This is an optimization exercise on Yosys and OpenROAD, whose aim is small area, not a production implementation.
RTL that was checked went through simulation tests only; none was proved equivalent to the original.
The RTL of run 7 was laid out without a check of its function.
Power is estimated from default activity; no workload was simulated.

File: flow/run.sh
#!/bin/bash
# synth_recipe.tcl (not shown) runs the flow's synth.tcl, then flattens the netlist and writes it again
# the make line also repeats each setting of config.mk as NAME=value (left out here)
make -C /OpenROAD-flow-scripts/flow DESIGN_CONFIG=/design/flow/config.mk WORK_HOME=/design/flow/orfs CLKGATE_MAP_FILE= SYNTH_SCRIPT=/design/flow/synth_recipe.tcl finish
File: flow/config.mk
export PLATFORM = sky130hd
export DESIGN_NAME = data_mem
export DESIGN_NICKNAME = data_mem
export VERILOG_FILES = /design/flow/design.v
export SDC_FILE = /design/flow/constraint.sdc
export NUM_CORES = 4
export LEC_CHECK = 0
export CAP_MARGIN = 20
export CORE_MARGIN = 2
export CORE_UTILIZATION = 30
export SLEW_MARGIN = 20
export SYNTH_HIERARCHICAL = 1
File: flow/constraint.sdc
create_clock -name core_clock -period 14.0 [get_ports {clk}]
set_input_delay 2.8000 -clock core_clock [delete_from_list [all_inputs] [get_ports {clk}]]
set_output_delay 2.8000 -clock core_clock [all_outputs]
set_load 0.01 [all_outputs]
File: flow/design.v
`timescale 1ns/1ps
package data_mem_pkg;
  localparam int DATA_W = 8;
  localparam int ADDR_W = 8;
  typedef logic [DATA_W-1:0] word_t;
endpackage
`timescale 1ns/1ps
module data_mem_wbit (
  input  logic s,
  input  logic d,
  input  logic h,
  input  logic q,
  output logic y
);
  assign y = (s & d) | (h & q);
endmodule
module data_mem_rd3 (
  input  logic s0, q0,
  input  logic s1, q1,
  input  logic s2, q2,
  output logic y_n
);
  assign y_n = ~((s0 & q0) | (s1 & q1) | (s2 & q2));
endmodule
module data_mem
#(
  parameter int W = data_mem_pkg::DATA_W,
  parameter int A = data_mem_pkg::ADDR_W
)
(
  input  logic         clk,
  input  logic         reset,
  input  logic [A-1:0] DataAddress,
  input  logic         ReadMem,
  input  logic         WriteMem,
  input  logic [W-1:0] DataIn,
  output logic [W-1:0] DataOut
);
  localparam int N  = 2**A;
  localparam int AH = A / 2;
  localparam int AL = A - AH;
  localparam int NR = 2**AH;
  localparam int NC = 2**AL;
  localparam int NG = (N + 2) / 3;
  logic valid;
  always @(posedge clk or negedge reset) begin
    if (!reset) valid <= 1'b0;
    else        valid <= 1'b1;
  end
  logic [NR-1:0] row_n, rowv_n;
  logic [NC-1:0] col_n, colw_n;
  for (genvar j = 0; j < NR; j++) begin : g_row
    assign row_n[j]  = (DataAddress[A-1:AL] != j);
    assign rowv_n[j] = valid & row_n[j];
  end
  for (genvar k = 0; k < NC; k++) begin : g_col
    assign col_n[k]  = (DataAddress[AL-1:0] != k);
    assign colw_n[k] = valid & (col_n[k] | ~WriteMem);
  end
  logic [W-1:0] din_w;
  assign din_w = DataIn & {W{WriteMem}};
  logic [3*NG-1:0]   sel;
  logic [N*W-1:0]    mem_core;
  logic [3*NG*W-1:0] q;
  assign sel[3*NG-1:N] = '0;
  assign q = {{(3*NG-N)*W{1'b0}}, mem_core};
  for (genvar i = 0; i < N; i++) begin : g_word
    logic         hold;
    logic [W-1:0] nxt;
    assign sel[i] = ~(row_n[i / NC] | col_n[i % NC]);
    assign hold   = rowv_n[i / NC] | colw_n[i % NC];
    for (genvar b = 0; b < W; b++) begin : g_bit
      data_mem_wbit u_w (
        .s (sel[i]), .d (din_w[b]), .h (hold), .q (mem_core[i*W+b]),
        .y (nxt[b])
      );
    end
    always @(posedge clk) mem_core[i*W +: W] <= nxt;
  end
  logic [NG*W-1:0] grp_n;
  for (genvar g = 0; g < NG; g++) begin : g_grp
    for (genvar b = 0; b < W; b++) begin : g_bit
      data_mem_rd3 u_r (
        .s0 (sel[3*g]),   .q0 (q[(3*g)*W+b]),
        .s1 (sel[3*g+1]), .q1 (q[(3*g+1)*W+b]),
        .s2 (sel[3*g+2]), .q2 (q[(3*g+2)*W+b]),
        .y_n (grp_n[g*W+b])
      );
    end
  end
  logic [W-1:0] rd;
  always_comb begin
    rd = '0;
    for (int m = 0; m < NG; m++) rd = rd | ~grp_n[m*W +: W];
  end
  assign DataOut = (ReadMem && valid) ? rd : '0;
endmodule
==> out/summary.txt, run 1 <==
Outcome: complete, no violations
Clock period minus worst slack: 11.46 ns
DR DRC count: 0
Chip width: 489 um
Worst-margin pin slew: 1.31 ns
RSZ-0062 raised after global routing: false
Reg-to-reg critical path endpoint: mem_core[869]$_DFF_P_
Via density: 6.25
DP HPWL: 155 mm
CTS Buffer Depth: 3
Global route hottest layer: met2
Initial DRC Count: 10274
CTS tree: done
Largest net degree at the start of global routing: 168
Max stage delay on crit path: 0.96 ns
Seq/Total Area, Yosys: 58.1%
Initial core utilization: 30.1%
Row Count: 178
CTS clock-pin slew for the worst setup and hold paths: 0.06 ns
H-tree Lvls: 4
Post-Synthesis Cells: 5710
Synthesized flop and latch total: 2049
Final hold slack: 0.467 ns
RePlAce Congestion: 0.868
Core Area: 235000 sq um
Fin. Hold Viols: 0
Fin. max-slew vios: 0
Clk latency of the worst-skew pair: 0.85 ns
Layout cells sized above 1: 9.95%
Layout net count: 6044
Worst R2R Start: valid$_DFF_PN0_
HP Start: mem_core[2046]$_DFF_P_
WHS Endpoint: mem_core[2046]$_DFF_P_
Fmax: 0.0873 GHz
Post-CTS Setup Bufs: 0
VDD IR max: 0.119 mV
Reg2Reg Depth: 4
Setup Crit Path Kind: input port to output port
Syn_area_per_cell: 12.4 sq um
All-Layer GR Usage: 20.0%
Post-CTS resize count: 0
Post-Syn Area: 70600 sq um
Wire per inst: 27.0 um
Root buffer cell: clkbuf_16
Drt first pass iters: 8
Io pins: 28
Final worst-path cycle share: 81.8%
GRT met2 Usage: 30.6%
Initial antenna violation count: 14
Hold crit path type: register to register
Area Overhead vs Synth: 17.5%
Min-Delay Path Depth: 1
First-pass GRT wire length: 370 mm
Final ANT Viol Nets: 0
Worst path most repeated cell: clkdlybuf4s50_1
Worst-path fanout max: 17
CP max-delay cell: nor4_1
Leakage power: 30.1 nW
TritonCTS buffer count: 205
Worst Clk Skew: 0.0497 ns
Fillers: 22749
Netlist cell types: 30
MaxCap Viol Count: 0
CP Capture Type: output port
Cell Pwr Density: 147 nW/um^2
CP arrival: 8.66 ns
CP required: 11.20 ns
Hold buffer count at CTS: 0
Reg2Reg Setup Slack: 10.81 ns
Slew HR: 11.6%
M3 GR Usage: 3.84%
Synthesis Warnings: 7
Post-Route Setup TNS: 0 ns
Vias in the first global route: 54629
Vias: 58458
Worst path cell trace: clkdlybuf4s50_1, nor2b_1, nand2_2, nor2_1, a222oi_1, nand4_1, nor4_1, and4_1, a31oi_1, clkdlybuf4s50_1
Crit start category: input port
Die ar.: 239000 sq um
GR Layer Usage met1: 27.1%
Drt total wl: 253 mm
Final setup fails: 0
Overflow after GRT: 0
Commonest non-fill, non-tap cells in the layout: 2048 x a22o_1, 2048 x dfxtp_1, 688 x a222oi_1
Die height: 489 um
I/O Buffers: 27
Clock sink total: 2049
power breakdown:
group	internal, W	leakage (nW)	switching, W
registers	0.00586	16.5	0.0000162
clock network	0.00340	3.56	0.00242
logic	0.0000637	10.0	0.000400
total	0.00932	30.1	0.00284
synth_stat cells (all sizes together):
cell	count	area, sq um
dfxtp	2048	41000
a222oi	688	6890
and2	8	50.1
nor4	40	250
a22o	2048	17900
nand4	170	1070
nand3	12	153
nand2	299	1200
buf	78	523
clkbuf	7	26.3
and4	8	70.1
a31oi	8	50.1
and2b	1	7.51
bufinv	1	17.5
nor2	268	1040
conb	2	7.51
dfrtp	1	25.0
nor2b	7	46.3
o21ai	16	253
how the worst max path moves through the flow:
| stage | startpoint | to | slack, ns |
|---|---|---|---|
| 3_3_place_gp | DataAddress[0] | DataOut[6] | 2.23 |
| 5_1_grt | DataAddress[1] | DataOut[6] | 2.59 |
| 6_report | DataAddress[0] | DataOut[2] | 2.54 |
| 2_1_floorplan | DataAddress[2] | DataOut[6] | 6.31 |
| 4_1_cts | DataAddress[0] | DataOut[6] | 2.62 |
| 3_5_place_dp | DataAddress[0] | DataOut[6] | 2.64 |
worst max-delay path, delay by kind of cell:
family | cells | cell delay [ns]
AOI/OAI and AO/OA | 2 | 0.87
buffers and inverters | 2 | 1.37
and+or+nand+nor | 6 | 3.58
Yosys stat by module (local to each module, per instance):
module,cell area (sq um),flops+latches,cells
data_mem,45800,2049,2974
data_mem_rd3,10.0,0,1
data_mem_wbit,8.76,0,1
registers in the layout, indices dropped and copies added, names as in the netlist:
| name | flops |
|---|---|
| mem_core | 2048 |
| valid | 1 |
routing by layer:
metal / wire length (um) / up-vias
li1: - / 25377
met1: 107000 / 29555
met2: 112000 / 2972
met3: 21300 / 546
met4: 12500 / 8
met5: 58 / -
cell type report:
| type | instances | area [sq um] | share of cell area (%) |
|---|---|---|---|
| inverters | 1 | 17.5 | 0.0211 |
| clock inverters | 91 | 1270 | 1.54 |
| diodes | 10 | 25.0 | 0.0302 |
| flip-flops and latches | 2049 | 41000 | 49.5 |
| well taps | 3150 | 3940 | 4.75 |
| clock buffers | 286 | 5910 | 7.12 |
| multi-input cells | 3606 | 29400 | 35.4 |
| repair buffers | 161 | 1370 | 1.65 |
cells by family (layout without fill, tap and decap cells):
kind of cell	count (synthesis)	after routing	share of synthesized area, %
simple gates	813	813	5.50
other cells	2	43	0.0106
flops	2049	2049	58.1
compound gates	2760	2760	35.6
buf+inv	86	539	0.803
per-stage QoR:
step	area (sq um)	power, W	utilization (%)	instances	setup slack [ns]
finish	82900	0.0122	35.3	9354	2.54
global route	82900	0.0125	35.3	9348	2.59
floorplan	70700	0.00624	-	5741	6.31
detailed placement	75500	0.00645	32.2	8959	2.64
CTS	82700	0.0122	35.2	9336	2.62
global placement	75300	0.00644	32.1	8949	2.23
==> inputs of run 2 (changes only) <==
--- a/flow/design.v
+++ b/flow/design.v
@@ -41,7 +41,7 @@
   localparam int AL = A - AH;
   localparam int NR = 2**AH;
   localparam int NC = 2**AL;
-  localparam int NG = (N + 2) / 3;
+  localparam int NG = N / 3;
   logic valid;
   always @(posedge clk or negedge reset) begin
     if (!reset) valid <= 1'b0;
@@ -59,11 +59,8 @@
   end
   logic [W-1:0] din_w;
   assign din_w = DataIn & {W{WriteMem}};
-  logic [3*NG-1:0]   sel;
-  logic [N*W-1:0]    mem_core;
-  logic [3*NG*W-1:0] q;
-  assign sel[3*NG-1:N] = '0;
-  assign q = {{(3*NG-N)*W{1'b0}}, mem_core};
+  logic [N-1:0]   sel;
+  logic [N*W-1:0] mem_core;
   for (genvar i = 0; i < N; i++) begin : g_word
     logic         hold;
     logic [W-1:0] nxt;
@@ -81,9 +78,9 @@
   for (genvar g = 0; g < NG; g++) begin : g_grp
     for (genvar b = 0; b < W; b++) begin : g_bit
       data_mem_rd3 u_r (
-        .s0 (sel[3*g]),   .q0 (q[(3*g)*W+b]),
-        .s1 (sel[3*g+1]), .q1 (q[(3*g+1)*W+b]),
-        .s2 (sel[3*g+2]), .q2 (q[(3*g+2)*W+b]),
+        .s0 (sel[3*g]),   .q0 (mem_core[(3*g)*W+b]),
+        .s1 (sel[3*g+1]), .q1 (mem_core[(3*g+1)*W+b]),
+        .s2 (sel[3*g+2]), .q2 (mem_core[(3*g+2)*W+b]),
         .y_n (grp_n[g*W+b])
       );
     end
@@ -92,6 +89,7 @@
   always_comb begin
     rd = '0;
     for (int m = 0; m < NG; m++) rd = rd | ~grp_n[m*W +: W];
+    for (int m = 3*NG; m < N; m++) rd = rd | (mem_core[m*W +: W] & {W{sel[m]}});
   end
   assign DataOut = (ReadMem && valid) ? rd : '0;
 endmodule
--- a/flow/config.mk
+++ b/flow/config.mk
@@ -7,6 +7,9 @@
 export LEC_CHECK = 0
 export CAP_MARGIN = 20
 export CORE_MARGIN = 2
-export CORE_UTILIZATION = 30
+export CORE_UTILIZATION = 50
+export CTS_BUF_LIST = sky130_fd_sc_hd__clkbuf_8
+export CTS_CLUSTER_DIAMETER = 100
+export CTS_CLUSTER_SIZE = 15
 export SLEW_MARGIN = 20
 export SYNTH_HIERARCHICAL = 1
==> run 2 against run 1 <==
Against the previous run: synthesized cell count is essentially flat; hold slack better by 0.0083 ns; via count is 2.8% lower; largest power group unchanged.
==> out/summary.txt, run 2 <==
Commonest cells in the netlist: 2048 x a22o_1, 2048 x dfxtp_1, 680 x a222oi_1
Drt total wl: 245 mm
Slew HR: 18.6%
Wire per inst: 31.2 um
Fin. Hold Viols: 0
Largest net degree at the start of global routing: 152
Synth top area share: 58.1%
Clock sink total: 2049
Post-CTS Setup Bufs: 0
Syn_area_per_cell: 12.4 sq um
CTS clock-pin slew for the worst setup and hold paths: 0.09 ns
VDD IR max: 0.0962 mV
Reg2Reg Setup Slack: 11.09 ns
Main synth FF type: dfxtp_1
Clock period minus worst slack: 11.23 ns
Initial core utilization: 50.5%
Via density: 7.24
Worst Clk Skew: 0.0248 ns
Die height: 380 um
DR DRC count: 0
Cell Pwr Density: 121 nW/um^2
Netlist cell types: 30
Async S/R FF share, synth: 0.0488%
Hold crit path type: register to register
Post-layout util: 54.5%
MaxCap Viol Count: 0
Post-Route Setup TNS: 0 ns
Post-CTS resize count: 0
All-Layer GR Usage: 32.3%
Top area cells in the synthesized netlist: dfxtp_1 58%, a22o_1 25%, a222oi_1 9.6%
Worst-path fanout max: 17
H-tree Lvls: 4
CTS Buffer Depth: 3
Dominant cell type by area after synthesis: dfxtp_1
Initial antenna violation count: 14
RePlAce Congestion: 0.885
I/O Buffers: 27
Post-Syn Area: 70600 sq um
Core Area: 140000 sq um
Post-Synthesis Cells: 5709
Die ar.: 144000 sq um
Layout net count: 5971
Area Overhead vs Synth: 8.02%
Largest registers: mem_core: 2048 flops, valid: 1 flops
Crit start category: input port
CP arrival: 8.43 ns
Seq/Total Area, Yosys: 58.1%
Post-synth EDFFs: 0
Setup Crit Path Kind: input port to output port
Final worst-path cycle share: 80.2%
Chip width: 380 um
Leakage power: 27.7 nW
Max FFs per register: 2048
Outcome: complete, no violations
CTS tree: done
Fillers: 12102
CP required: 11.20 ns
Io pins: 28
Drt first pass iters: 11
Final setup fails: 0
Worst-margin pin slew: 1.22 ns
Final Cell Area: 76300 sq um
Initial DRC Count: 9469
RSZ-0062 raised after global routing: false
DP HPWL: 150 mm
Overflow after GRT: 0
Fmax: 0.0891 GHz
Tot Pwr: 0.00926 W
Synthesized flop and latch total: 2049
TritonCTS buffer count: 154
First-pass GRT wire length: 357 mm
Fin. max-slew vios: 0
Vias: 56793
Root buffer cell: clkbuf_8
Commonest non-fill, non-tap cells in the layout: 2048 x a22o_1, 2048 x dfxtp_1, 680 x a222oi_1
Reg2Reg Depth: 5
Biggest register: mem_core
Final hold slack: 0.476 ns
Layout cells sized above 1: 7.34%
Min-Delay Path Depth: 1
Area after DPL: 73800 sq um
Clk latency of the worst-skew pair: 0.97 ns
Final ANT Viol Nets: 0
Hold buffer count at CTS: 0
CP Capture Type: output port
Row Count: 137
Vias in the first global route: 51842
Synthesis Warnings: 7
run 2: changes by cell type after synthesis, moves of 6 or more:
cell	before	now
or4_1	0	16
nand3_1	1	8
buf_2	43	35
a31oi_1	8	0
buf_4	21	27
a211oi_1	0	8
a21oi_1	0	8
nor4_1	40	24
nand4_1	169	160
a222oi_1	688	680
run 2: final timing paths:
| check | end | startpoint |
|---|---|---|
| min in group asynchronous | valid$_DFF_PN0_ | reset |
| worst max register to register | mem_core[65]$_DFF_P_ | valid$_DFF_PN0_ |
| worst max-delay path | DataOut[6] | DataAddress[0] |
| worst min-delay path | mem_core[1981]$_DFF_P_ | mem_core[1981]$_DFF_P_ |
| worst min register to register | mem_core[1981]$_DFF_P_ | mem_core[1981]$_DFF_P_ |
| max in group asynchronous | valid$_DFF_PN0_ | reset |
run 2: per-module statistics from Yosys, one instance, submodules excluded:
module | times used | flip-flops and latches | cells inside | area (sq um)
data_mem | 1 | 2049 | 2981 | 45800
data_mem_rd3 | 680 | 0 | 1 | 10.0
data_mem_wbit | 2048 | 0 | 1 | 8.76
run 2: area by class of cell:
class                      instances  area (sq um)  area share, %
tap                             1876          2350           3.08
inverter                           1          3.75        0.00492
multi-input combinational       3574         29200           38.3
antenna                            4          10.0         0.0131
sequential                      2049         41000           53.8
clock buffer                     162          2230           2.92
clock inverter                     9          66.3         0.0870
timing repair buffer             171          1370           1.80
run 2: kinds of logic after synthesis:
logic type	count (synthesis)	synth area share, %
flip-flops	2049	58.1
buffers and inverters	86	0.822
AND/OR/NAND/NOR	813	5.50
other	1	0.00531
AO/OA/AOI/OAI	2760	35.6
run 2: worst max-delay path, stage by stage:
cell and delay, ns:
clkdlybuf4s50_1 0.79, nor2b_1 0.27, nand3_4 0.63, nor2_1 0.44
a222oi_1 1.06, nand4_1 0.43, nor4_1 0.84, and4_1 0.40
a21oi_1 0.19, clkdlybuf4s50_1 0.54
run 2: through the flow:
step / setup WS [ns] / std cells
CTS: 2.85 / 7838
floorplan: 6.16 / 5709
global placement: 2.67 / 7662
global route: 2.80 / 7843
finish: 2.77 / 7846
detailed placement: 2.85 / 7667
run 2: report_power, final:
group | total (W) | leakage [nW] | internal, W | switching, W
clock network | 0.00295 | 1.18 | 0.00104 | 0.00190
logic | 0.000451 | 10.0 | 0.0000582 | 0.000393
registers | 0.00586 | 16.5 | 0.00585 | 0.0000145
total | 0.00926 | 27.7 | 0.00695 | 0.00231
run 2: metal layers:
layer	track usage, %	wire [um]
met5	0	101
met4	11.7	8980
met3	6.49	23700
met2	46.1	103000
met1	47.9	109000
==> inputs of run 3 (changes only) <==
--- a/flow/config.mk
+++ b/flow/config.mk
@@ -7,7 +7,7 @@
 export LEC_CHECK = 0
 export CAP_MARGIN = 20
 export CORE_MARGIN = 2
-export CORE_UTILIZATION = 50
+export CORE_UTILIZATION = 70
 export CTS_BUF_LIST = sky130_fd_sc_hd__clkbuf_8
 export CTS_CLUSTER_DIAMETER = 100
 export CTS_CLUSTER_SIZE = 15
==> run 3 against run 2 <==
Against the previous run: sequential power barely moved; largest cell class unchanged; count of clock-buffer cells in the layout down 1; synthesized cell count is the same.
==> out/summary.txt, run 3 <==
Max stage delay on crit path: 1.09 ns
Max FFs per register: 2048
RePlAce Congestion: 0.912
Post-CTS resize count: 0
Commonest non-fill, non-tap cells in the layout: 2048 x a22o_1, 2048 x dfxtp_1, 680 x a222oi_1
Initial core utilization: 70.6%
CTS clock-pin slew for the worst setup and hold paths: 0.09 ns
Setup Crit Path Kind: input port to output port
Synthesized flop and latch total: 2049
Die height: 322 um
Fillers: 6827
First-pass GRT wire length: 333 mm
Worst-path fanout max: 18
Initial DRC Count: 11555
Fin. Hold Viols: 0
Area Overhead vs Synth: 6.40%
Crit start category: input port
All-Layer GR Usage: 41.3%
Dominant cell type by area after synthesis: dfxtp_1
Final worst-path cycle share: 82.7%
Worst path cell trace: clkdlybuf4s50_1, nor2b_1, nand3_4, nor2_1, a222oi_1, nand4_1, nor4_1, and4_1, a21oi_1, clkdlybuf4s50_1
Worst setup path start: DataAddress[0]
Biggest register: mem_core
Clock sink total: 2049
Post-synth EDFFs: 0
Final ANT Viol Nets: 0
CP required: 11.20 ns
Vias: 57920
Commonest cells in the netlist: 2048 x a22o_1, 2048 x dfxtp_1, 680 x a222oi_1
Cell Pwr Density: 122 nW/um^2
MaxCap Viol Count: 0
Post-Syn Area: 70600 sq um
Layout cells sized above 1: 6.15%
Core Area: 100000 sq um
Outcome: complete, no violations
CTS Buffer Depth: 3
CTS tree: done
Largest net degree at the start of global routing: 206
Post-CTS Setup Bufs: 0
Via density: 8.02
DP HPWL: 135 mm
Worst Clk Skew: 0.0296 ns
Final setup fails: 0
Drt first pass iters: 10
CP Capture Type: output port
Fmax: 0.0863 GHz
Layout net count: 5935
HP Start: mem_core[868]$_DFF_P_
Netlist cell types: 30
Io pins: 28
Worst R2R Start: valid$_DFF_PN0_
Clock period minus worst slack: 11.58 ns
Row Count: 116
Worst path most repeated cell: clkdlybuf4s50_1
Synthesis Warnings: 7
Chip width: 322 um
Overflow after GRT: 0
Hold crit path type: register to register
H-tree Lvls: 4
Die ar.: 103000 sq um
Post-layout util: 75.1%
Root buffer cell: clkbuf_8
Main synth FF type: dfxtp_1
Leakage power: 27.5 nW
CP arrival: 8.78 ns
Vias in the first global route: 52687
Largest registers: mem_core: 2048 flops, valid: 1 flops
Async S/R FF share, synth: 0.0488%
Post-Synthesis Cells: 5709
Fin. max-slew vios: 0
TritonCTS buffer count: 154
Initial antenna violation count: 7
Wire per inst: 30.8 um
Worst-margin pin slew: 1.28 ns
RSZ-0062 raised after global routing: false
CP max-delay cell: nor4_1
Clk latency of the worst-skew pair: 0.88 ns
Seq/Total Area, Yosys: 58.1%
Slew HR: 14.6%
Hold buffer count at CTS: 0
Syn_area_per_cell: 12.4 sq um
Top area cells in the synthesized netlist: dfxtp_1 58%, a22o_1 25%, a222oi_1 9.6%
Drt total wl: 223 mm
VDD IR max: 0.116 mV
I/O Buffers: 27
Synth top area share: 58.1%
DR DRC count: 0
Post-Route Setup TNS: 0 ns
## run 3: final cells by class
| class | instances | area [sq um] | area share [%] |
|---|---|---|---|
| Tap cell | 1298 | 1620 | 2.16 |
| Clock buffer | 161 | 2220 | 2.95 |
| Multi-Input combinational cell | 3574 | 29100 | 38.7 |
| Clock inverter | 2 | 12.5 | 0.0167 |
| Sequential cell | 2049 | 41000 | 54.6 |
| Inverter | 1 | 3.75 | 0.00500 |
| Antenna cell | 5 | 12.5 | 0.0167 |
| Timing Repair Buffer | 135 | 1130 | 1.51 |
## run 3: worst max-delay path, delay by kind of cell
kind,cells,cell delay [ns]
buffers and inverters,2,1.27
AOI/OAI and AO/OA,2,1.15
and+or+nand+nor,6,3.47
## run 3: modules after synthesis (local to each module, per instance)
module,area (sq um),flops+latches,cells inside
data_mem,45800,2049,2981
data_mem_rd3,10.0,0,1
data_mem_wbit,8.76,0,1
## run 3: per-layer routing
metal  GRT usage, %  routed length (um)
met1           59.3               90300
met2           60.1               95200
met3           8.52               26600
met4           18.5               10600
met5              0                  31
## run 3: power by group
group / internal [W] / total, W / switching (W)
sequential: 0.00585 / 0.00586 / 0.0000148
combinational: 0.0000566 / 0.000431 / 0.000375
clock: 0.00103 / 0.00283 / 0.00180
total: 0.00694 / 0.00913 / 0.00219
## run 3: stage by stage
| stage | setup slack [ns] | hold WS, ns | cells | total power (W) | instance area (sq um) |
|---|---|---|---|---|---|
| floorplan | 6.16 | 0.438 | 5709 | 0.00623 | 70600 |
| global placement | 2.83 | 0.450 | 7049 | 0.00640 | 72700 |
| detailed placement | 2.76 | 0.452 | 7049 | 0.00641 | 72800 |
| CTS | 2.74 | 0.479 | 7212 | 0.00911 | 75000 |
| global route | 2.61 | 0.488 | 7222 | 0.00935 | 75100 |
| finish | 2.42 | 0.477 | 7225 | 0.00913 | 75100 |
## run 3: worst paths after layout
check | to | slack, ns | depth (start not counted)
max | DataOut[6] | 2.42 | 10
min | mem_core[868]$_DFF_P_ | 0.48 | 1
max reg2reg | mem_core[1030]$_DFF_P_ | 11.08 | 4
min reg2reg | mem_core[868]$_DFF_P_ | 0.48 | 1
max in group asynchronous | valid$_DFF_PN0_ | 11.84 | 1
min in group asynchronous | valid$_DFF_PN0_ | 2.05 | 1
## run 3: cells by family after synthesis
family / Yosys count / synth area share (%)
AO/OA/AOI/OAI: 2760 / 35.6
buffers and inverters: 86 / 0.822
flip-flops: 2049 / 58.1
other: 1 / 0.00531
AND/OR/NAND/NOR: 813 / 5.50
==> inputs of run 4 (changes only) <==
--- a/flow/config.mk
+++ b/flow/config.mk
@@ -10,6 +10,6 @@
 export CORE_UTILIZATION = 70
 export CTS_BUF_LIST = sky130_fd_sc_hd__clkbuf_8
 export CTS_CLUSTER_DIAMETER = 100
-export CTS_CLUSTER_SIZE = 15
+export CTS_CLUSTER_SIZE = 18
 export SLEW_MARGIN = 20
 export SYNTH_HIERARCHICAL = 1
==> run 4 against run 3 <==
Against the previous run: die area is the same; critical path type unchanged; critical path depth is the same; wire length shrank 0.14%; combinational power is essentially flat; synthesized cell count is the same; register-to-register slack gained 0.02 ns; via count shrank 0.18%; hold slack gained 0.0029 ns; critical endpoint unchanged; sequential power is essentially flat; count of clock-buffer cells in the layout shrank 22; clock power shrank 6%; synthesized area is the same.
==> out/summary.txt, run 4 <==
Clock sink total: 2049
DR WL met2: 96.0 mm
Final hold slack: 0.479 ns
Largest registers: mem_core: 2048 flops, valid: 1 flops
Overflow after GRT: 0
Synthesized flop and latch total: 2049
Chip width: 322 um
CP arrival: 8.51 ns
Wire per inst: 30.9 um
Post-CTS Setup Bufs: 0
Vias in the first global route: 52527
CTS Buffer Depth: 3
Clk latency of the worst-skew pair: 0.90 ns
RSZ-0062 raised after global routing: false
Worst R2R Start: valid$_DFF_PN0_
Worst path most repeated cell: clkdlybuf4s50_1
Reg2Reg Setup Slack: 11.10 ns
Metal-1 WL: 89.4 mm
Initial core utilization: 70.6%
Slew HR: 15.5%
Final worst-path cycle share: 80.8%
I/O Buffers: 27
Fin. Hold Viols: 0
Layout net count: 5911
MaxCap Viol Count: 0
First-pass GRT wire length: 332 mm
Layout cells sized above 1: 5.93%
All-Layer GR Usage: 41.3%
VDD IR max: 0.112 mV
Post-synth EDFFs: 0
Async S/R FF share, synth: 0.0488%
Reg-to-reg critical path endpoint: mem_core[1240]$_DFF_P_
Metal3 WL: 26.8 mm
Final ANT Viol Nets: 0
Hold crit path type: register to register
Post-Syn Area: 70600 sq um
DR DRC count: 0
Dominant cell type by area after synthesis: dfxtp_1
Final setup fails: 0
Pre-CTS setup slack: 2.76 ns
Syn_area_per_cell: 12.4 sq um
Io pins: 28
CP required: 11.20 ns
Outcome: complete, no violations
Worst-margin pin slew: 1.26 ns
Fmax: 0.0884 GHz
Min-Delay Path Depth: 1
Root buffer cell: clkbuf_8
Die height: 322 um
CP Capture Type: output port
WHS Endpoint: mem_core[868]$_DFF_P_
Seq/Total Area, Yosys: 58.1%
Leakage power: 27.3 nW
CP max-delay cell: a222oi_1
Worst Clk Skew: 0.0204 ns
Synthesis Warnings: 7
Via density: 8.02
Drt total wl: 223 mm
Worst-path fanout max: 17
Clock period minus worst slack: 11.31 ns
Final setup margin: 2.69 ns
TritonCTS buffer count: 131
CTS tree: done
RePlAce Congestion: 0.912
Max stage delay on crit path: 0.98 ns
Area after DPL: 72800 sq um
Post-Route Setup TNS: 0 ns
Max FFs per register: 2048
HP Start: mem_core[868]$_DFF_P_
Area Overhead vs Synth: 6.06%
Drt first pass iters: 10
Netlist cell types: 30
Reg2Reg Depth: 4
Core Area: 100000 sq um
Vias: 57816
Main synth FF type: dfxtp_1
Post-Synthesis Cells: 5709
Top area cells in the synthesized netlist: dfxtp_1 58%, a22o_1 25%, a222oi_1 9.6%
Hold buffer count at CTS: 0
Uppermost layer routed: met5
Setup Crit Path Kind: input port to output port
Initial antenna violation count: 8
Commonest non-fill, non-tap cells in the layout: 2048 x a22o_1, 2048 x dfxtp_1, 680 x a222oi_1
Worst path cell trace: clkdlybuf4s50_1, nor2b_1, nand2_2, nor2_1, a222oi_1, nand4_1, nor4_1, and4_1, a21oi_1, clkdlybuf4s50_1
Initial DRC Count: 11310
H-tree Lvls: 4
Largest net degree at the start of global routing: 206
Biggest register: mem_core
Commonest cells in the netlist: 2048 x a22o_1, 2048 x dfxtp_1, 680 x a222oi_1
Die ar.: 103000 sq um
Synth top area share: 58.1%
CTS clock-pin slew for the worst setup and hold paths: 0.10 ns
Crit start category: input port
Post-CTS resize count: 0
Row Count: 116
Fin. max-slew vios: 0
Final Cell Area: 74900 sq um
Cell Pwr Density: 120 nW/um^2
DP HPWL: 135 mm
run 4: cell families (layout without fill, tap and decap cells):
logic type | Yosys count | count (layout) | synth area share (%)
compound gates | 2760 | 2760 | 35.6
buf+inv | 86 | 279 | 0.822
flops | 2049 | 2049 | 58.1
other cells | 1 | 11 | 0.00531
simple gates | 813 | 813 | 5.50
run 4: worst max path at each step:
stage,depth (start not counted),slack (ns),startpoint,end
final,10,2.69,DataAddress[0],DataOut[6]
after floorplan,11,6.16,DataAddress[2],DataOut[6]
after CTS,10,2.74,DataAddress[0],DataOut[6]
after global placement,10,2.83,DataAddress[0],DataOut[6]
after detailed placement,10,2.76,DataAddress[0],DataOut[6]
after global routing,10,2.74,DataAddress[0],DataOut[6]
run 4: critical path, delay by kind of cell:
kind	cells	cell delay, ns
AND/OR/NAND/NOR	6	3.24
buffers and inverters	2	1.26
AO/OA/AOI/OAI	2	1.16
run 4: power by group:
group / internal [W] / leakage [nW] / total (W) / switching [W]
registers: 0.00585 / 16.5 / 0.00587 / 0.0000148
clock network: 0.000897 / 1.01 / 0.00266 / 0.00176
logic: 0.0000570 / 9.84 / 0.000432 / 0.000375
total: 0.00681 / 27.3 / 0.00896 / 0.00215
run 4: layout make-up:
type	count	area (sq um)
flip-flops and latches	2049	41000
multi-input cells	3574	29100
fillers	6823	25100
clock buffers	139	1910
well taps	1298	1620
repair buffers	134	1140
clock inverters	5	31.3
diodes	10	25.0
inverters	1	3.75
run 4: per-module statistics from Yosys (local to each module, per instance):
module | cell area (sq um) | cells
data_mem_rd3 | 10.0 | 1
data_mem | 45800 | 2981
data_mem_wbit | 8.76 | 1
run 4: per-stage QoR:
| step | util, % | cells | power, W |
|---|---|---|---|
| 3_3_place_gp | 72.7 | 7049 | 0.00640 |
| 5_1_grt | 74.8 | 7202 | 0.00918 |
| 3_5_place_dp | 72.8 | 7049 | 0.00641 |
| 6_report | 74.9 | 7210 | 0.00896 |
| 4_1_cts | 74.7 | 7193 | 0.00894 |
| 2_1_floorplan | - | 5709 | 0.00623 |
run 4: layer usage:
layer	GRT usage [%]	vias to the layer above
met1	59.1	28550
met3	8.93	520
met2	60.1	3846
met5	0	-
met4	18.2	6
li1	-	24894
==> inputs of run 5 (changes only) <==
==> flow/flow/run.sh (new file) <==
#!/bin/bash
# Layout flow: the standard flow (standard.sh) with two changes to how
# the layout is built:
#  - clock tree synthesis without dummy loads, clkbuf_8 buffers, clusters
#    of at most 15 sinks;
#  - the input/output port buffers use buf_1.
# Each tool's output is kept in standard.log (make) and in ORFS's own logs
# under orfs/logs/.
set -euo pipefail
export CTS_ARGS="-sink_clustering_enable -repair_clock_nets -dont_use_dummy_load -buf_list sky130_fd_sc_hd__clkbuf_8 -sink_clustering_size 15 -sink_clustering_max_diameter 100"
export BUFFER_PORTS_ARGS="-buffer_cell sky130_fd_sc_hd__buf_1"
bash standard.sh > standard.log 2>&1
==> flow/standard.sh (new file) <==
#!/bin/bash
# synth_recipe.tcl (not shown) runs the flow's synth.tcl, then flattens the netlist and writes it again
# the make line also repeats each setting of config.mk as NAME=value (left out here)
make -C /OpenROAD-flow-scripts/flow DESIGN_CONFIG=/design/flow/config.mk WORK_HOME=/design/flow/orfs CLKGATE_MAP_FILE= SYNTH_SCRIPT=/design/flow/synth_recipe.tcl "${@:-finish}"
--- a/flow/config.mk
+++ b/flow/config.mk
@@ -7,9 +7,9 @@
 export LEC_CHECK = 0
 export CAP_MARGIN = 20
 export CORE_MARGIN = 2
-export CORE_UTILIZATION = 70
+export CORE_UTILIZATION = 50
 export CTS_BUF_LIST = sky130_fd_sc_hd__clkbuf_8
 export CTS_CLUSTER_DIAMETER = 100
-export CTS_CLUSTER_SIZE = 18
+export CTS_CLUSTER_SIZE = 15
 export SLEW_MARGIN = 20
 export SYNTH_HIERARCHICAL = 1
removed: flow/run.sh
==> run 5 against run 4 <==
Against the previous run: still clean on timing, DRC and antenna; wire length rose by 10%; sequential power barely moved; clock skew rose by 0.022 ns; first-iteration DRC count fell by 18%.
==> out/summary.txt, run 5 <==
Outcome: complete, no violations
Biggest register: mem_core
VDD IR max: 0.0877 mV
Post-Route Setup TNS: 0 ns
I/O Buffers: 27
Row Count: 137
Largest net degree at the start of global routing: 149
Initial core utilization: 50.5%
Reg2Reg Depth: 4
Synthesized flop and latch total: 2049
Post-Synthesis Cells: 5709
Post-Syn Area: 70600 sq um
Fmax: 0.0908 GHz
Setup Crit Path Kind: input port to output port
Fin. max-slew vios: 0
Initial antenna violation count: 13
First-pass GRT wire length: 359 mm
Max FFs per register: 2048
Final ANT Viol Nets: 0
Layout net count: 6029
Crit start category: input port
Worst R2R Start: valid$_DFF_PN0_
Hold buffer count at CTS: 0
Vias: 57283
Hold crit path type: register to register
CP required: 11.20 ns
Via density: 7.26
H-tree Lvls: 4
Seq/Total Area, Yosys: 58.1%
Synthesis Warnings: 7
Worst-path fanout max: 17
Drt first pass iters: 9
Initial DRC Count: 9256
Syn_area_per_cell: 12.4 sq um
Clock period minus worst slack: 11.01 ns
HP Start: mem_core[608]$_DFF_P_
Clk latency of the worst-skew pair: 0.91 ns
Fin. Hold Viols: 0
Post-synth EDFFs: 0
CTS tree: done
DP HPWL: 150 mm
Chip width: 380 um
Commonest cells in the netlist: 2048 x a22o_1, 2048 x dfxtp_1, 680 x a222oi_1
Post-CTS Setup Bufs: 0
Clock sink total: 2049
MaxCap Viol Count: 0
Final setup fails: 0
Layout cells sized above 1: 7.57%
Vias in the first global route: 52496
Reg-to-reg critical path endpoint: mem_core[1025]$_DFF_P_
Top area cells in the synthesized netlist: dfxtp_1 58%, a22o_1 25%, a222oi_1 9.6%
Commonest non-fill, non-tap cells in the layout: 2048 x a22o_1, 2048 x dfxtp_1, 680 x a222oi_1
CP Capture Type: output port
Worst Clk Skew: 0.0423 ns
Min-Delay Path Depth: 1
Cell Pwr Density: 120 nW/um^2
CTS clock-pin slew for the worst setup and hold paths: 0.08 ns
Io pins: 28
Synth top area share: 58.1%
Die ar.: 144000 sq um
All-Layer GR Usage: 32.2%
RePlAce Congestion: 0.857
Die height: 380 um
Wire per inst: 31.1 um
Tot Pwr: 0.00916 W
Post-CTS resize count: 0
Overflow after GRT: 0
RSZ-0062 raised after global routing: false
TritonCTS buffer count: 154
DR DRC count: 0
Slew HR: 19.5%
Async S/R FF share, synth: 0.0488%
Core Area: 140000 sq um
Largest registers: mem_core: 2048 flops, valid: 1 flops
Final worst-path cycle share: 78.6%
CP arrival: 8.21 ns
Root buffer cell: clkbuf_8
Netlist cell types: 30
CTS Buffer Depth: 3
Reg2Reg Setup Slack: 10.75 ns
Area Overhead vs Synth: 8.13%
Main synth FF type: dfxtp_1
Leakage power: 27.9 nW
WHS Endpoint: mem_core[608]$_DFF_P_
Dominant cell type by area after synthesis: dfxtp_1
Worst-margin pin slew: 1.20 ns
Drt total wl: 245 mm
## run 5: critical path, stage by stage
cell and delay (ns):
buf_1 0.49, nor2b_1 0.30, nand2_2 0.94, nor2_1 0.55, a222oi_1 1.06, nand4_1 0.16, nor4_1 0.93, and4_1 0.51
a21oi_1 0.23, buf_1 0.19
## run 5: metrics by stage
stage	util (%)	cell area (sq um)	hold slack [ns]	instances	setup slack, ns
6_report	54.6	76300	0.476	7890	2.99
5_1_grt	54.6	76300	0.487	7884	3.04
3_3_place_gp	52.9	74000	0.450	7719	3.12
3_5_place_dp	53.0	74100	0.451	7723	3.19
4_1_cts	54.5	76200	0.479	7877	3.18
2_1_floorplan	-	70600	0.438	5709	6.16
## run 5: cell families (layout without fill, tap and decap cells)
family,Yosys count,count (layout),share of synthesized area (%)
compound gates,2760,2760,35.6
flops,2049,2049,58.1
simple gates,813,813,5.50
buf+inv,86,384,0.822
other cells,1,8,0.00531
## run 5: modules after synthesis (local to each module, per instance)
module,flops+latches,copies in the design
data_mem_wbit,0,2048
data_mem_rd3,0,680
data_mem,2049,1
## run 5: per-layer routing
metal	GRT usage [%]	routed length [um]	vias to the layer above
met1	47.6	108000	28856
met4	10.7	8080	8
met3	4.67	21500	400
li1	-	-	25125
met2	48.2	108000	2894
met5	0	45	-
## run 5: power by group
group | total [W] | switching, W | internal [W]
Clock | 0.00285 | 0.00186 | 0.000988
Sequential | 0.00587 | 0.0000155 | 0.00585
Combinational | 0.000446 | 0.000390 | 0.0000558
## run 5: cell type report
class                   instances  area [sq um]
flip-flops and latches       2049         41000
well taps                    1876          2350
multi-input cells            3574         29100
repair buffers                229          1700
clock buffers                 154          2120
inverters                       1          3.75
fillers                     12144         63500
diodes                          7          17.5
## run 5: how the worst max path moves through the flow
stage / cells past startpoint / slack [ns] / end / start
final: 10 / 2.99 / DataOut[6] / DataAddress[2]
after global routing: 10 / 3.04 / DataOut[6] / DataAddress[2]
after CTS: 10 / 3.18 / DataOut[6] / DataAddress[2]
after detailed placement: 10 / 3.19 / DataOut[6] / DataAddress[2]
after global placement: 10 / 3.12 / DataOut[6] / DataAddress[2]
after floorplan: 11 / 6.16 / DataOut[6] / DataAddress[2]
==> inputs of run 6 (changes only) <==
==> flow/flow/run.sh (replaced) <==
#!/bin/bash
# Layout flow: the standard flow (standard.sh, which runs the standard
# synthesis and the ORFS steps through finish) with two changes to how the
# layout is built:
#  - clock tree synthesis without dummy loads (clkbuf_8 buffers, clusters of
#    at most 18 sinks, as config.mk asks);
#  - the input/output port buffers use buf_1.
# make's output goes to standard.log; ORFS keeps each step's log under
# orfs/logs/.
set -euo pipefail
export CTS_ARGS="-sink_clustering_enable -repair_clock_nets -dont_use_dummy_load -buf_list sky130_fd_sc_hd__clkbuf_8 -sink_clustering_size 18 -sink_clustering_max_diameter 100"
export BUFFER_PORTS_ARGS="-buffer_cell sky130_fd_sc_hd__buf_1"
bash standard.sh > standard.log 2>&1
--- a/flow/config.mk
+++ b/flow/config.mk
@@ -7,9 +7,9 @@
 export LEC_CHECK = 0
 export CAP_MARGIN = 20
 export CORE_MARGIN = 2
-export CORE_UTILIZATION = 50
+export CORE_UTILIZATION = 70
 export CTS_BUF_LIST = sky130_fd_sc_hd__clkbuf_8
 export CTS_CLUSTER_DIAMETER = 100
-export CTS_CLUSTER_SIZE = 15
+export CTS_CLUSTER_SIZE = 18
 export SLEW_MARGIN = 20
 export SYNTH_HIERARCHICAL = 1
==> run 6 against run 5 <==
Against the previous run: still clean; global-route usage is 9.1 points higher; register-to-register slack better by 0.23 ns; synthesized cell count unchanged; setup slack improved by 0.26 ns; die area is 28% lower; clock power down 8.8%; via count is 1.1% higher; wire length down 8.8%; hold slack improved by 0.0038 ns; final cell count is 8.7% lower; sequential cell count stayed put; core utilization up 20 points.
==> out/summary.txt, run 6 <==
Drt first pass iters: 10
Max FFs per register: 2048
CP Capture Type: output port
Netlist cell types: 30
Layout cells sized above 1: 5.66%
XOR/XNOR share of the synthesized area: 0%
Commonest non-fill, non-tap cells in the layout: 2048 x a22o_1, 2048 x dfxtp_1, 680 x a222oi_1
Vias in the first global route: 52065
Mux cell area share after synthesis: 0%
Hold buffer count at CTS: 0
Post-synthesis simple-gate area fraction: 5.50%
HP Start: mem_core[606]$_DFF_P_
Post-CTS Setup Bufs: 0
Root buffer cell: clkbuf_8
Commonest cells in the netlist: 2048 x a22o_1, 2048 x dfxtp_1, 680 x a222oi_1
Worst-path fanout max: 17
Largest net degree at the start of global routing: 190
RePlAce Congestion: 0.930
Reg-to-reg critical path endpoint: mem_core[1081]$_DFF_P_
WHS Endpoint: mem_core[606]$_DFF_P_
Post-Synthesis Cells: 5709
Seq/Total Area, Yosys: 58.1%
Worst-margin pin slew: 1.28 ns
Final setup fails: 0
Hold crit path type: register to register
Via density: 8.04
Post-synth EDFFs: 0
Fin. Hold Viols: 0
Clk latency of the worst-skew pair: 0.92 ns
Register area: 41000 sq um
Final worst-path cycle share: 76.7%
DP HPWL: 136 mm
Row Count: 116
Final ANT Viol Nets: 0
DR DRC count: 0
Dominant cell type by area after synthesis: dfxtp_1
CTS Buffer Depth: 3
Main synth FF type: dfxtp_1
H-tree Lvls: 4
CTS tree: done
Core Area: 100000 sq um
Worst R2R Start: valid$_DFF_PN0_
Biggest register: mem_core
Post-Syn Area: 70600 sq um
VDD IR max: 0.100 mV
I/O Buffers: 27
RSZ-0062 raised after global routing: false
Crit start category: input port
Initial core utilization: 70.6%
Io pins: 28
Top area cells in the synthesized netlist: dfxtp_1 58%, a22o_1 25%, a222oi_1 9.6%
Post-CTS resize count: 0
Setup Crit Path Kind: input port to output port
Synth top area share: 58.1%
Syn_area_per_cell: 12.4 sq um
Reg2Reg Setup Slack: 10.98 ns
Fillers: 7113
Min-Delay Path Depth: 1
Fmax: 0.0931 GHz
Synth Area in Compound Gates: 35.6%
Clock sink total: 2049
Clock period minus worst slack: 10.74 ns
Wire per inst: 31.1 um
Initial DRC Count: 11861
Initial antenna violation count: 12
Fin. max-slew vios: 0
Die ar.: 103000 sq um
TritonCTS buffer count: 131
Largest registers: mem_core: 2048 flops, valid: 1 flops
Final hold slack: 0.480 ns
Die height: 322 um
Multi-input gate area: 29100 sq um
Worst Clk Skew: 0.0319 ns
MaxCap Viol Count: 0
Vias: 57933
Reg2Reg Depth: 4
Synthesized-area fraction occupied by adder cells: 0%
Synthesis Warnings: 7
Area after DPL: 72600 sq um
Leakage power: 27.3 nW
Largest family of logic cells by synthesized area: compound AO/OA/AOI/OAI gates
Async S/R FF share, synth: 0.0488%
All-Layer GR Usage: 41.3%
CTS clock-pin slew for the worst setup and hold paths: 0.10 ns
Final Cell Area: 74600 sq um
Post-Route Setup TNS: 0 ns
CP arrival: 7.94 ns
Cell Pwr Density: 119 nW/um^2
Slew HR: 14.0%
Layout net count: 5922
CP required: 11.20 ns
Outcome: complete, no violations
Area Overhead vs Synth: 5.69%
First-pass GRT wire length: 331 mm
Overflow after GRT: 0
Drt total wl: 224 mm
Synthesized flop and latch total: 2049
Chip width: 322 um
run 6: per-stage QoR:
step / cells / power (W) / setup WS (ns) / utilization (%)
6_report: 7206 / 0.00889 / 3.26 / 74.6
3_3_place_gp: 7051 / 0.00640 / 3.44 / 72.6
2_1_floorplan: 5709 / 0.00623 / 6.16 / -
5_1_grt: 7199 / 0.00911 / 3.42 / 74.6
4_1_cts: 7187 / 0.00887 / 3.62 / 74.4
3_5_place_dp: 7056 / 0.00641 / 3.70 / 72.6
run 6: worst max path at each step:
stage                   startpoint          to  slack, ns  cells after the start
global placement    DataAddress[2]  DataOut[6]       3.44                     10
detailed placement  DataAddress[2]  DataOut[6]       3.70                     10
CTS                 DataAddress[2]  DataOut[6]       3.62                     10
floorplan           DataAddress[2]  DataOut[6]       6.16                     11
global route        DataAddress[2]  DataOut[6]       3.42                     10
finish              DataAddress[2]  DataOut[6]       3.26                     10
run 6: cell type report:
cell class / count / share of cell area, %
tap: 1298 / 2.18
multi-input combinational: 3574 / 39.0
clock buffer: 131 / 2.42
antenna: 8 / 0.0268
timing repair buffer: 145 / 1.43
sequential: 2049 / 55.0
inverter: 1 / 0.00503
run 6: worst max-delay path, stage by stage:
cell and delay (ns):
buf_1 0.41, nor2b_1 0.27, nand2_2 0.92, nor2_1 0.52
a222oi_1 1.12, nand4_1 0.66, or4_1 0.68, a211oi_1 0.20
a21oi_1 0.15, buf_1 0.17
run 6: cells by family after synthesis:
kind of cell | after synthesis
AOI/OAI and AO/OA | 2760
DFF | 2049
and+or+nand+nor | 813
buffers and inverters | 86
other | 1
run 6: Yosys stat by module (local to each module, per instance):
| module | cells inside | flip-flops and latches |
|---|---|---|
| data_mem | 2981 | 2049 |
| data_mem_wbit | 1 | 0 |
| data_mem_rd3 | 1 | 0 |
run 6: layer usage:
metal | part of all wire, % | global-route usage (%) | vias up
met5 | 0.044 | 0 | -
met4 | 5.4 | 21.1 | 14
met3 | 12 | 9.31 | 614
met2 | 42 | 58.1 | 3837
met1 | 41 | 59.5 | 28540
li1 | - | - | 24928
run 6: where the power goes:
group          internal, W  total (W)  switching [W]
combinational    0.0000552   0.000430       0.000375
clock             0.000848    0.00260        0.00175
sequential         0.00585    0.00587      0.0000150
==> inputs of run 7 (changes only) <==
==> flow/design.v (replaced) <==
`timescale 1ns/1ps
package data_mem_pkg;
  localparam int DATA_W = 8;
  localparam int ADDR_W = 8;
  typedef logic [DATA_W-1:0] word_t;
endpackage
`timescale 1ns/1ps
module data_mem
#(
  parameter int W = data_mem_pkg::DATA_W,
  parameter int A = data_mem_pkg::ADDR_W
)
(
  input  logic         clk,
  input  logic         reset,
  input  logic [A-1:0] DataAddress,
  input  logic         ReadMem,
  input  logic         WriteMem,
  input  logic [W-1:0] DataIn,
  output logic [W-1:0] DataOut
);
  logic [W-1:0] mem_core [0:(2**A)-1];
  always @(posedge clk or negedge reset) begin
    if (!reset) begin
      for (int i = 0; i < 2**A; i++) begin
        mem_core[i] <= '0;
      end
    end else if (WriteMem) begin
      mem_core[DataAddress] <= DataIn;
    end
  end
  assign DataOut = ReadMem ? mem_core[DataAddress] : '0;
endmodule
==> flow/run.sh (new file) <==
#!/bin/bash
# synth_recipe.tcl (not shown) runs the flow's synth.tcl, then flattens the netlist and writes it again
# the make line also repeats each setting of config.mk as NAME=value (left out here)
make -C /OpenROAD-flow-scripts/flow DESIGN_CONFIG=/design/flow/config.mk WORK_HOME=/design/flow/orfs CLKGATE_MAP_FILE= SYNTH_SCRIPT=/design/flow/synth_recipe.tcl finish
==> flow/config.mk (replaced) <==
export PLATFORM = sky130hd
export DESIGN_NAME = data_mem
export DESIGN_NICKNAME = data_mem
export VERILOG_FILES = /design/flow/design.v
export SDC_FILE = /design/flow/constraint.sdc
export NUM_CORES = 4
export LEC_CHECK = 0
export CAP_MARGIN = 20
export CORE_MARGIN = 2
export CORE_UTILIZATION = 30
export SLEW_MARGIN = 20
removed: flow/flow/run.sh
removed: flow/standard.sh
==> run 7 against run 6 <==
Against the previous run: final cell count up 59%; die area rose to 3.0 times the previous value; sequential share of layout area down 7.2 points; sequential cell count down 1; clock skew down 0.032 ns; still clean; design area up 44%; hold slack better by 0.025 ns; total power up 57%; highest routed layer unchanged; critical path depth up 2.
==> out/summary.txt, run 7 <==
Levels on crit path: 12
RSZ-0062 raised after global routing: false
Fin. max-slew vios: 0
MaxCap Viol Count: 0
Pint: 0.0102 W
Clock period minus worst slack: 11.86 ns
Commonest cells in the netlist: 2048 x dfrtp_1, 2048 x mux2_2, 503 x nand3_1
Initial core utilization: 30.1%
Vias in the first global route: 72721
Fin. Hold Viols: 0
Root buffer cell: clkbuf_16
CTS tree: done
Metal3 WL: 92.6 mm
DP HPWL: 404 mm
Final worst-path cycle share: 84.7%
Netlist cell types: 63
Layout net count: 7094
Switching share of power: 26.6%
Layout cells sized above 1: 40.9%
Leakage power: 49.7 nW
Drt total wl: 609 mm
Clk latency of the worst-skew pair: 0.97 ns
Hold crit path type: register to register
CP delay by family, top: simple AND/OR/NAND/NOR gates
Biggest register: mem_core
DR WL met2: 237 mm
Max FFs per register: 2048
DR DRC count: 0
Fillers: 29751
Top area cells in the synthesized netlist: dfrtp_1 56%, mux2_2 25%, a22oi_1 3.1%
Largest registers: mem_core: 2048 flops
Io pins: 28
Metal-1 WL: 218 mm
CP max-delay cell: a221oi_2
Setup Crit Path Kind: input port to output port
Largest net degree at the start of global routing: 153
Reg2Reg Setup Slack: 12.76 ns
Cell Pwr Density: 130 nW/um^2
TritonCTS buffer count: 228
Hold buffer count at CTS: 0
Final ANT Viol Nets: 0
Dominant cell type by area after synthesis: dfrtp_1
Worst-path fanout max: 59
Via density: 6.88
Chip width: 558 um
RePlAce Congestion: 1.09
CP Capture Type: output port
Worst path cell trace: buf_2, buf_4, nor4b_2, buf_12, buf_4, a221oi_2, o22ai_1, or4_1, nor4_1, nand4_1, o211a_1, clkdlybuf4s50_1
Area Overhead vs Synth: 16.6%
CP bufs+invs: 5
CTS Buffer Depth: 3
CTS clock-pin slew for the worst setup and hold paths: 0.07 ns
I/O Buffers: 27
Overflow after GRT: 0
Slew HR: 5.42%
Syn_area_per_cell: 13.0 sq um
Post-synth EDFFs: 0
CP arrival: 9.06 ns
Async S/R FF share, synth: 100%
Fmax: 0.0843 GHz
Sw power: 0.00371 W
Drt first pass iters: 9
Outcome: complete, no violations
Tot Pwr: 0.0139 W
Post-CTS resize count: 0
Reg2Reg Depth: 1
Main synth FF type: dfrtp_1
Core Area: 306000 sq um
Post-Route Setup TNS: 0 ns
Final setup fails: 0
Synth top area share: 55.7%
Max stage delay on crit path: 1.18 ns
Wire per inst: 53.1 um
Clock network fraction of design power: 47.1%
Die height: 558 um
Synthesized flop and latch total: 2048
Post-CTS Setup Bufs: 0
H-tree Lvls: 4
Vias: 78967
Initial antenna violation count: 104
Row Count: 203
Post-Synthesis Cells: 7083
Logic pwr share: 6.9%
CP required: 11.20 ns
Worst path most repeated cell: buf_4
Min-Delay Path Depth: 1
All-Layer GR Usage: 38.5%
First-pass GRT wire length: 780 mm
Final hold slack: 0.505 ns
VDD IR max: 0.146 mV
Post-Syn Area: 92000 sq um
Sequential Power Share: 46.0%
Worst Clk Skew: 0 ns
Synthesis Warnings: 2
Commonest non-fill, non-tap cells in the layout: 2048 x mux2_2, 2048 x dfrtp_1, 480 x nand3_1
Uppermost layer routed: met5
Crit start category: input port
Initial DRC Count: 14291
Worst-margin pin slew: 1.42 ns
Die ar.: 311000 sq um
Seq/Total Area, Yosys: 55.7%
Clock sink total: 2048
==> run 7: cell types whose count changed after synthesis, moves of 362 or more <==
cell      delta
a22o_1    -1981
nand3_1    +495
mux2_2    +2048
clkbuf_1   +362
a222oi_1   -627
dfxtp_1   -2048
a22oi_1    +382
dfrtp_1   +2047
==> run 7: per-stage QoR <==
step                instances  worst slack, ns  area, sq um  util, %
global placement        10914             1.68        98200     32.1
finish                  11481             2.14       107000     35.1
global route            11407             2.58       107000     35.0
floorplan                7083             6.07        92000        -
CTS                     11364             2.59       107000     34.9
detailed placement      10932             2.58        98600     32.3
==> run 7: path summary, 6_finish.rpt <==
kind,start,endpoint
max,DataAddress[1],DataOut[2]
min,mem_core[140][1]$_DFFE_PN0P_,mem_core[140][1]$_DFFE_PN0P_
max reg2reg,mem_core[43][1]$_DFFE_PN0P_,mem_core[43][1]$_DFFE_PN0P_
min reg2reg,mem_core[140][1]$_DFFE_PN0P_,mem_core[140][1]$_DFFE_PN0P_
max in group asynchronous,reset,mem_core[88][2]$_DFFE_PN0P_
min in group asynchronous,reset,mem_core[169][0]$_DFFE_PN0P_
==> run 7: layer usage <==
layer	track usage [%]	up-vias
met5	1.34	-
met4	32.2	54
met3	21.1	2325
met2	50.5	7850
met1	45.2	41712
li1	-	27026
==> run 7: kinds of logic (layout without fill, tap and decap cells) <==
family | after synthesis | after routing | share of synthesized area [%]
muxes | 2050 | 2050 | 25.1
DFF | 2048 | 2048 | 55.7
and+or+nand+nor | 1295 | 1295 | 7.37
AOI/OAI and AO/OA | 1048 | 1048 | 8.81
buffers and inverters | 636 | 829 | 2.94
xor gates and xnor gates | 5 | 5 | 0.0476
adders and majority gates | 1 | 1 | 0.0109
other | 0 | 105 | 0
==> run 7: final cells by class <==
cell class,instances,area (sq um),area share [%]
tap,4100,5130,4.78
multi-input combinational,4399,38800,36.2
sequential,2048,51200,47.8
clock inverter,83,1270,1.19
clock buffer,349,6820,6.36
antenna,105,263,0.245
timing repair buffer,394,3680,3.43
inverter,3,11.3,0.0105
==> run 7: power by group through the flow <==
stage	sequential [W]	combinational [W]	clock [W]
6_report	0.00640	0.000968	0.00656
5_1_grt	0.00642	0.000976	0.00678
4_1_cts	0.00639	0.000933	0.00654
3_5_place_dp	0.00650	0.000931	0
3_3_place_gp	0.00649	0.000908	0
2_1_floorplan	0.00640	0.000442	0
==> inputs of run 8 (changes only) <==
==> flow/design.v (replaced) <==
`timescale 1ns/1ps
package data_mem_pkg;
  localparam int DATA_W = 8;
  localparam int ADDR_W = 8;
  typedef logic [DATA_W-1:0] word_t;
endpackage
`timescale 1ns/1ps
module data_mem_wbit (
  input  logic s,
  input  logic d,
  input  logic h,
  input  logic q,
  output logic y
);
  assign y = (s & d) | (h & q);
endmodule
module data_mem_rd3 (
  input  logic s0, q0,
  input  logic s1, q1,
  input  logic s2, q2,
  output logic y_n
);
  assign y_n = ~((s0 & q0) | (s1 & q1) | (s2 & q2));
endmodule
module data_mem_wsel (
  input  logic row_n,
  input  logic col_n,
  input  logic rowh,
  input  logic colh,
  output logic sel,
  output logic hold
);
  assign sel  = ~(row_n | col_n);
  assign hold = ~(rowh & colh);
endmodule
module data_mem_dec #(
  parameter int B = 4
) (
  input  logic            valid,
  input  logic            en,
  input  logic [B-1:0]    a,
  output logic [2**B-1:0] line_n,
  output logic [2**B-1:0] hold_n
);
  for (genvar j = 0; j < 2**B; j++) begin : g_line
    assign line_n[j] = (a != j);
    assign hold_n[j] = ~(valid & (line_n[j] | ~en));
  end
endmodule
module data_mem_rtree #(
  parameter int NG = 85,
  parameter int NX = 1
) (
  input  logic          en,
  input  logic [NG-1:0] grp_n,
  input  logic [NX-1:0] s,
  input  logic [NX-1:0] q,
  output logic          y
);
  assign y = en & (~&grp_n | |(s & q));
endmodule
module data_mem
#(
  parameter int W = data_mem_pkg::DATA_W,
  parameter int A = data_mem_pkg::ADDR_W
)
(
  input  logic         clk,
  input  logic         reset,
  input  logic [A-1:0] DataAddress,
  input  logic         ReadMem,
  input  logic         WriteMem,
  input  logic [W-1:0] DataIn,
  output logic [W-1:0] DataOut
);
  localparam int N  = 2**A;
  localparam int AH = A / 2;
  localparam int AL = A - AH;
  localparam int NR = 2**AH;
  localparam int NC = 2**AL;
  localparam int NG = N / 3;
  logic valid;
  always @(posedge clk or negedge reset) begin
    if (!reset) valid <= 1'b0;
    else        valid <= 1'b1;
  end
  logic [NR-1:0] row_n, rowh;
  logic [NC-1:0] col_n, colh;
  data_mem_dec #(.B(AH)) u_rdec (
    .valid (valid), .en (1'b1), .a (DataAddress[A-1:AL]),
    .line_n (row_n), .hold_n (rowh)
  );
  data_mem_dec #(.B(AL)) u_cdec (
    .valid (valid), .en (WriteMem), .a (DataAddress[AL-1:0]),
    .line_n (col_n), .hold_n (colh)
  );
  logic [W-1:0] din_w;
  assign din_w = DataIn & {W{WriteMem}};
  logic [N-1:0]   sel;
  logic [N*W-1:0] mem_core;
  for (genvar i = 0; i < N; i++) begin : g_word
    logic         hold;
    logic [W-1:0] nxt;
    data_mem_wsel u_s (
      .row_n (row_n[i / NC]), .col_n (col_n[i % NC]),
      .rowh (rowh[i / NC]), .colh (colh[i % NC]),
      .sel (sel[i]), .hold (hold)
    );
    for (genvar b = 0; b < W; b++) begin : g_bit
      data_mem_wbit u_w (
        .s (sel[i]), .d (din_w[b]), .h (hold), .q (mem_core[i*W+b]),
        .y (nxt[b])
      );
    end
    always @(posedge clk) mem_core[i*W +: W] <= nxt;
  end
  logic [NG*W-1:0] grp_n;
  for (genvar g = 0; g < NG; g++) begin : g_grp
    for (genvar b = 0; b < W; b++) begin : g_bit
      data_mem_rd3 u_r (
        .s0 (sel[3*g]),   .q0 (mem_core[(3*g)*W+b]),
        .s1 (sel[3*g+1]), .q1 (mem_core[(3*g+1)*W+b]),
        .s2 (sel[3*g+2]), .q2 (mem_core[(3*g+2)*W+b]),
        .y_n (grp_n[g*W+b])
      );
    end
  end
  for (genvar b = 0; b < W; b++) begin : g_out
    logic [NG-1:0]     gb;
    logic [N-3*NG-1:0] qx;
    for (genvar g = 0; g < NG; g++) begin : g_g
      assign gb[g] = grp_n[g*W+b];
    end
    for (genvar m = 3*NG; m < N; m++) begin : g_x
      assign qx[m-3*NG] = mem_core[m*W+b];
    end
    data_mem_rtree #(.NG(NG), .NX(N-3*NG)) u_t (
      .en (ReadMem & valid), .grp_n (gb), .s (sel[N-1:3*NG]), .q (qx),
      .y (DataOut[b])
    );
  end
endmodule
--- a/flow/config.mk
+++ b/flow/config.mk
@@ -7,5 +7,9 @@
 export LEC_CHECK = 0
 export CAP_MARGIN = 20
 export CORE_MARGIN = 2
-export CORE_UTILIZATION = 30
+export CORE_UTILIZATION = 50
+export CTS_BUF_LIST = sky130_fd_sc_hd__clkbuf_8
+export CTS_CLUSTER_DIAMETER = 100
+export CTS_CLUSTER_SIZE = 15
 export SLEW_MARGIN = 20
+export SYNTH_HIERARCHICAL = 1
==> run 8 against run 7 <==
Against the previous run: count of clock-buffer cells in the layout decreased by 186; still clean; synthesized cell count decreased by 20%; largest cell class unchanged; highest routed layer unchanged; critical path depth increased by 1; clock skew increased by 0.036 ns; critical endpoint is now DataOut[3]; sequential cell count increased by 1; core utilization increased by 20 points; final cell count decreased by 31%.
==> out/summary.txt, run 8 <==
Hold crit path type: register to register
First-pass GRT wire length: 354 mm
Setup Crit Path Kind: input port to output port
Clock period minus worst slack: 11.47 ns
Root buffer cell: clkbuf_8
Mux cell area share after synthesis: 0%
Post-CTS resize count: 0
Synthesized-area fraction occupied by adder cells: 0%
Worst setup path start: DataAddress[3]
Via density: 7.19
Post-Synthesis Cells: 5641
DP HPWL: 149 mm
Overflow after GRT: 0
Initial DRC Count: 9413
Wire per inst: 30.5 um
Core Area: 139000 sq um
Seq/Total Area, Yosys: 58.8%
Post-Route Setup TNS: 0 ns
Reg-to-reg critical path endpoint: mem_core[195]$_DFF_P_
End of the critical path: DataOut[3]
Largest family of logic cells by synthesized area: compound AO/OA/AOI/OAI gates
Initial core utilization: 50.2%
Outcome: complete, no violations
Post-synthesis simple-gate area fraction: 5.32%
Post-CTS Setup Bufs: 0
All-Layer GR Usage: 32.4%
Area Overhead vs Synth: 10.0%
Async S/R FF share, synth: 0.0488%
Clock sink total: 2049
XOR/XNOR share of the synthesized area: 0%
CP Capture Type: output port
Cell Pwr Density: 120 nW/um^2
Top area cells in the synthesized netlist: dfxtp_1 59%, a22o_1 26%, a222oi_1 9.8%
Row Count: 137
Crit start category: input port
Fin. Hold Viols: 0
Synth top area share: 58.7%
CP arrival: 8.67 ns
Io pins: 28
Layout cells sized above 1: 7.73%
Initial antenna violation count: 21
Final setup fails: 0
Biggest register: mem_core
Largest registers: mem_core: 2048 flops, valid: 1 flops
Fin. max-slew vios: 0
RSZ-0062 raised after global routing: false
Final worst-path cycle share: 82.0%
Die ar.: 143000 sq um
Main synth FF type: dfxtp_1
Worst R2R Start: valid$_DFF_PN0_
Worst Clk Skew: 0.0360 ns
Final hold slack: 0.476 ns
Commonest non-fill, non-tap cells in the layout: 2048 x a22o_1, 2048 x dfxtp_1, 680 x a222oi_1
Vias: 57077
Max FFs per register: 2048
H-tree Lvls: 4
Layout net count: 6056
CP required: 11.20 ns
Drt first pass iters: 13
RePlAce Congestion: 0.888
Fmax: 0.0871 GHz
Worst-path fanout max: 16
I/O Buffers: 27
Final ANT Viol Nets: 0
Reg2Reg Depth: 5
Drt total wl: 242 mm
Post-synth EDFFs: 0
Slew HR: 19.4%
Netlist cell types: 23
Die height: 378 um
TritonCTS buffer count: 154
Synthesized flop and latch total: 2049
Synthesis Warnings: 7
Vias in the first global route: 52142
Largest net degree at the start of global routing: 159
VDD IR max: 0.0753 mV
Fillers: 11888
Leakage power: 28.0 nW
Clk latency of the worst-skew pair: 0.94 ns
Dominant cell type by area after synthesis: dfxtp_1
Hold buffer count at CTS: 0
Synth Area in Compound Gates: 35.8%
MaxCap Viol Count: 0
Post-Syn Area: 69800 sq um
Chip width: 378 um
Commonest cells in the netlist: 2048 x a22o_1, 2048 x dfxtp_1, 680 x a222oi_1
DR DRC count: 0
Worst-margin pin slew: 1.21 ns
Syn_area_per_cell: 12.4 sq um
CTS clock-pin slew for the worst setup and hold paths: 0.09 ns
CTS tree: done
CTS Buffer Depth: 3
Reg2Reg Setup Slack: 11.31 ns
==> run 8: cell types whose count changed after synthesis, sizes merged, moves of 154 or more <==
cell and delta:
mux2 -2048, clkbuf -366, buf -257, a32oi -160, a222oi +627, dfxtp +2048
a22o +1981, o22ai -154, a22oi -382, nand3 -473, dfrtp -2047
==> run 8: per-module statistics from Yosys, one instance, submodules excluded, a selection <==
module         copies in the design  flops+latches  cell area, sq um
data_mem_wsel                   256              0              7.51
data_mem_rd3                    680              0              10.0
data_mem                          1           2049             41100
data_mem_wbit                  2048              0              8.76
==> run 8: cell type report <==
| class | instances | area [sq um] | area share (%) |
|---|---|---|---|
| sequential | 2049 | 41000 | 53.4 |
| multi-input combinational | 3586 | 29100 | 37.9 |
| tap | 1876 | 2350 | 3.06 |
| clock buffer | 163 | 2240 | 2.92 |
| timing repair buffer | 245 | 1990 | 2.60 |
| clock inverter | 8 | 60.1 | 0.0782 |
| antenna | 7 | 17.5 | 0.0228 |
==> run 8: worst min-delay path by stage <==
stage	start	depth (start not counted)	end	slack [ns]
2_1_floorplan	mem_core[0]$_DFF_P_	1	mem_core[0]$_DFF_P_	0.44
3_3_place_gp	mem_core[1776]$_DFF_P_	1	mem_core[1776]$_DFF_P_	0.45
4_1_cts	mem_core[684]$_DFF_P_	1	mem_core[684]$_DFF_P_	0.48
3_5_place_dp	mem_core[1158]$_DFF_P_	1	mem_core[1158]$_DFF_P_	0.45
6_report	mem_core[854]$_DFF_P_	1	mem_core[854]$_DFF_P_	0.48
5_1_grt	mem_core[567]$_DFF_P_	1	mem_core[567]$_DFF_P_	0.49
==> run 8: where the power goes <==
part | switching, W | internal (W) | total [W]
combinational | 0.000387 | 0.0000655 | 0.000452
sequential | 0.0000163 | 0.00585 | 0.00587
clock | 0.00187 | 0.00105 | 0.00292
total | 0.00227 | 0.00696 | 0.00924
==> run 8: kinds of logic (layout without fill, tap and decap cells) <==
| group | count (synthesis) | count (layout) |
|---|---|---|
| other | 1 | 12 |
| AO/OA/AOI/OAI | 2768 | 2768 |
| AND/OR/NAND/NOR | 813 | 813 |
| flip-flops | 2049 | 2049 |
| buffers and inverters | 10 | 416 |
==> run 8: per-stage QoR <==
step	total power [W]	instances	area [sq um]	worst slack, ns	util [%]
floorplan	0.00621	5645	69800	6.06	-
global placement	0.00644	7748	74300	2.73	53.4
detailed placement	0.00644	7751	74300	2.87	53.5
CTS	0.00927	7922	76600	2.86	55.1
global route	0.00951	7929	76800	2.65	55.2
finish	0.00924	7934	76800	2.53	55.2
==> run 8: metal layers <==
| layer | up-vias | track usage, % | part of all wire, % |
|---|---|---|---|
| met4 | 18 | 10.8 | 3.1 |
| met2 | 2890 | 46.2 | 42 |
| met5 | - | 0 | 0.057 |
| met1 | 28515 | 48.5 | 45 |
| li1 | 25239 | - | - |
| met3 | 415 | 6.47 | 9.6 |
==> run 8: critical path: stages <==
cell and delay (ns):
clkdlybuf4s50_1 0.63, nor2b_1 0.31, nand2_1 0.75, buf_4 0.50, nor2_1 0.09, buf_4 0.20, a222oi_1 0.52, nand4_1 0.34
nor4_1 0.76, buf_4 0.28, nand4_1 0.38, o41a_1 0.56, clkdlybuf4s50_1 0.51

## afterwards: timing with drivers on the ports
The results above use ideal ports. As a check the final layouts listed here were re-extracted and re-timed, cells and wires unchanged. Step 1 sets driving cells, clkbuf_16 on the clock port and buf_2 on the other inputs (assumed; they add their load-dependent delay and slew). Step 2, shift: input delay + t, output delay - t, t = (earliest + latest rising clock arrival at the registers) / 2. This alone moves slack from input paths to output paths. a / b / c = no drivers / after step 1 / after step 2; a / b = the first two.
run	t (ns)	setup slack, ns
run 1	0.917	2.544 / 2.469 / 2.469
run 2	1.023	2.772 / 2.745 / 2.745
run 3	0.950	2.418 / 2.340 / 2.340
run 4	0.956	2.690 / 2.612 / 2.612
run 5	0.972	2.991 / 2.945 / 2.945
run 6	0.967	3.255 / 3.184 / 3.184
run 7	1.058	2.136 / 2.106 / 2.106
run 8	1.002	2.525 / 2.438 / 2.438
After both steps every run listed still meets setup and hold.
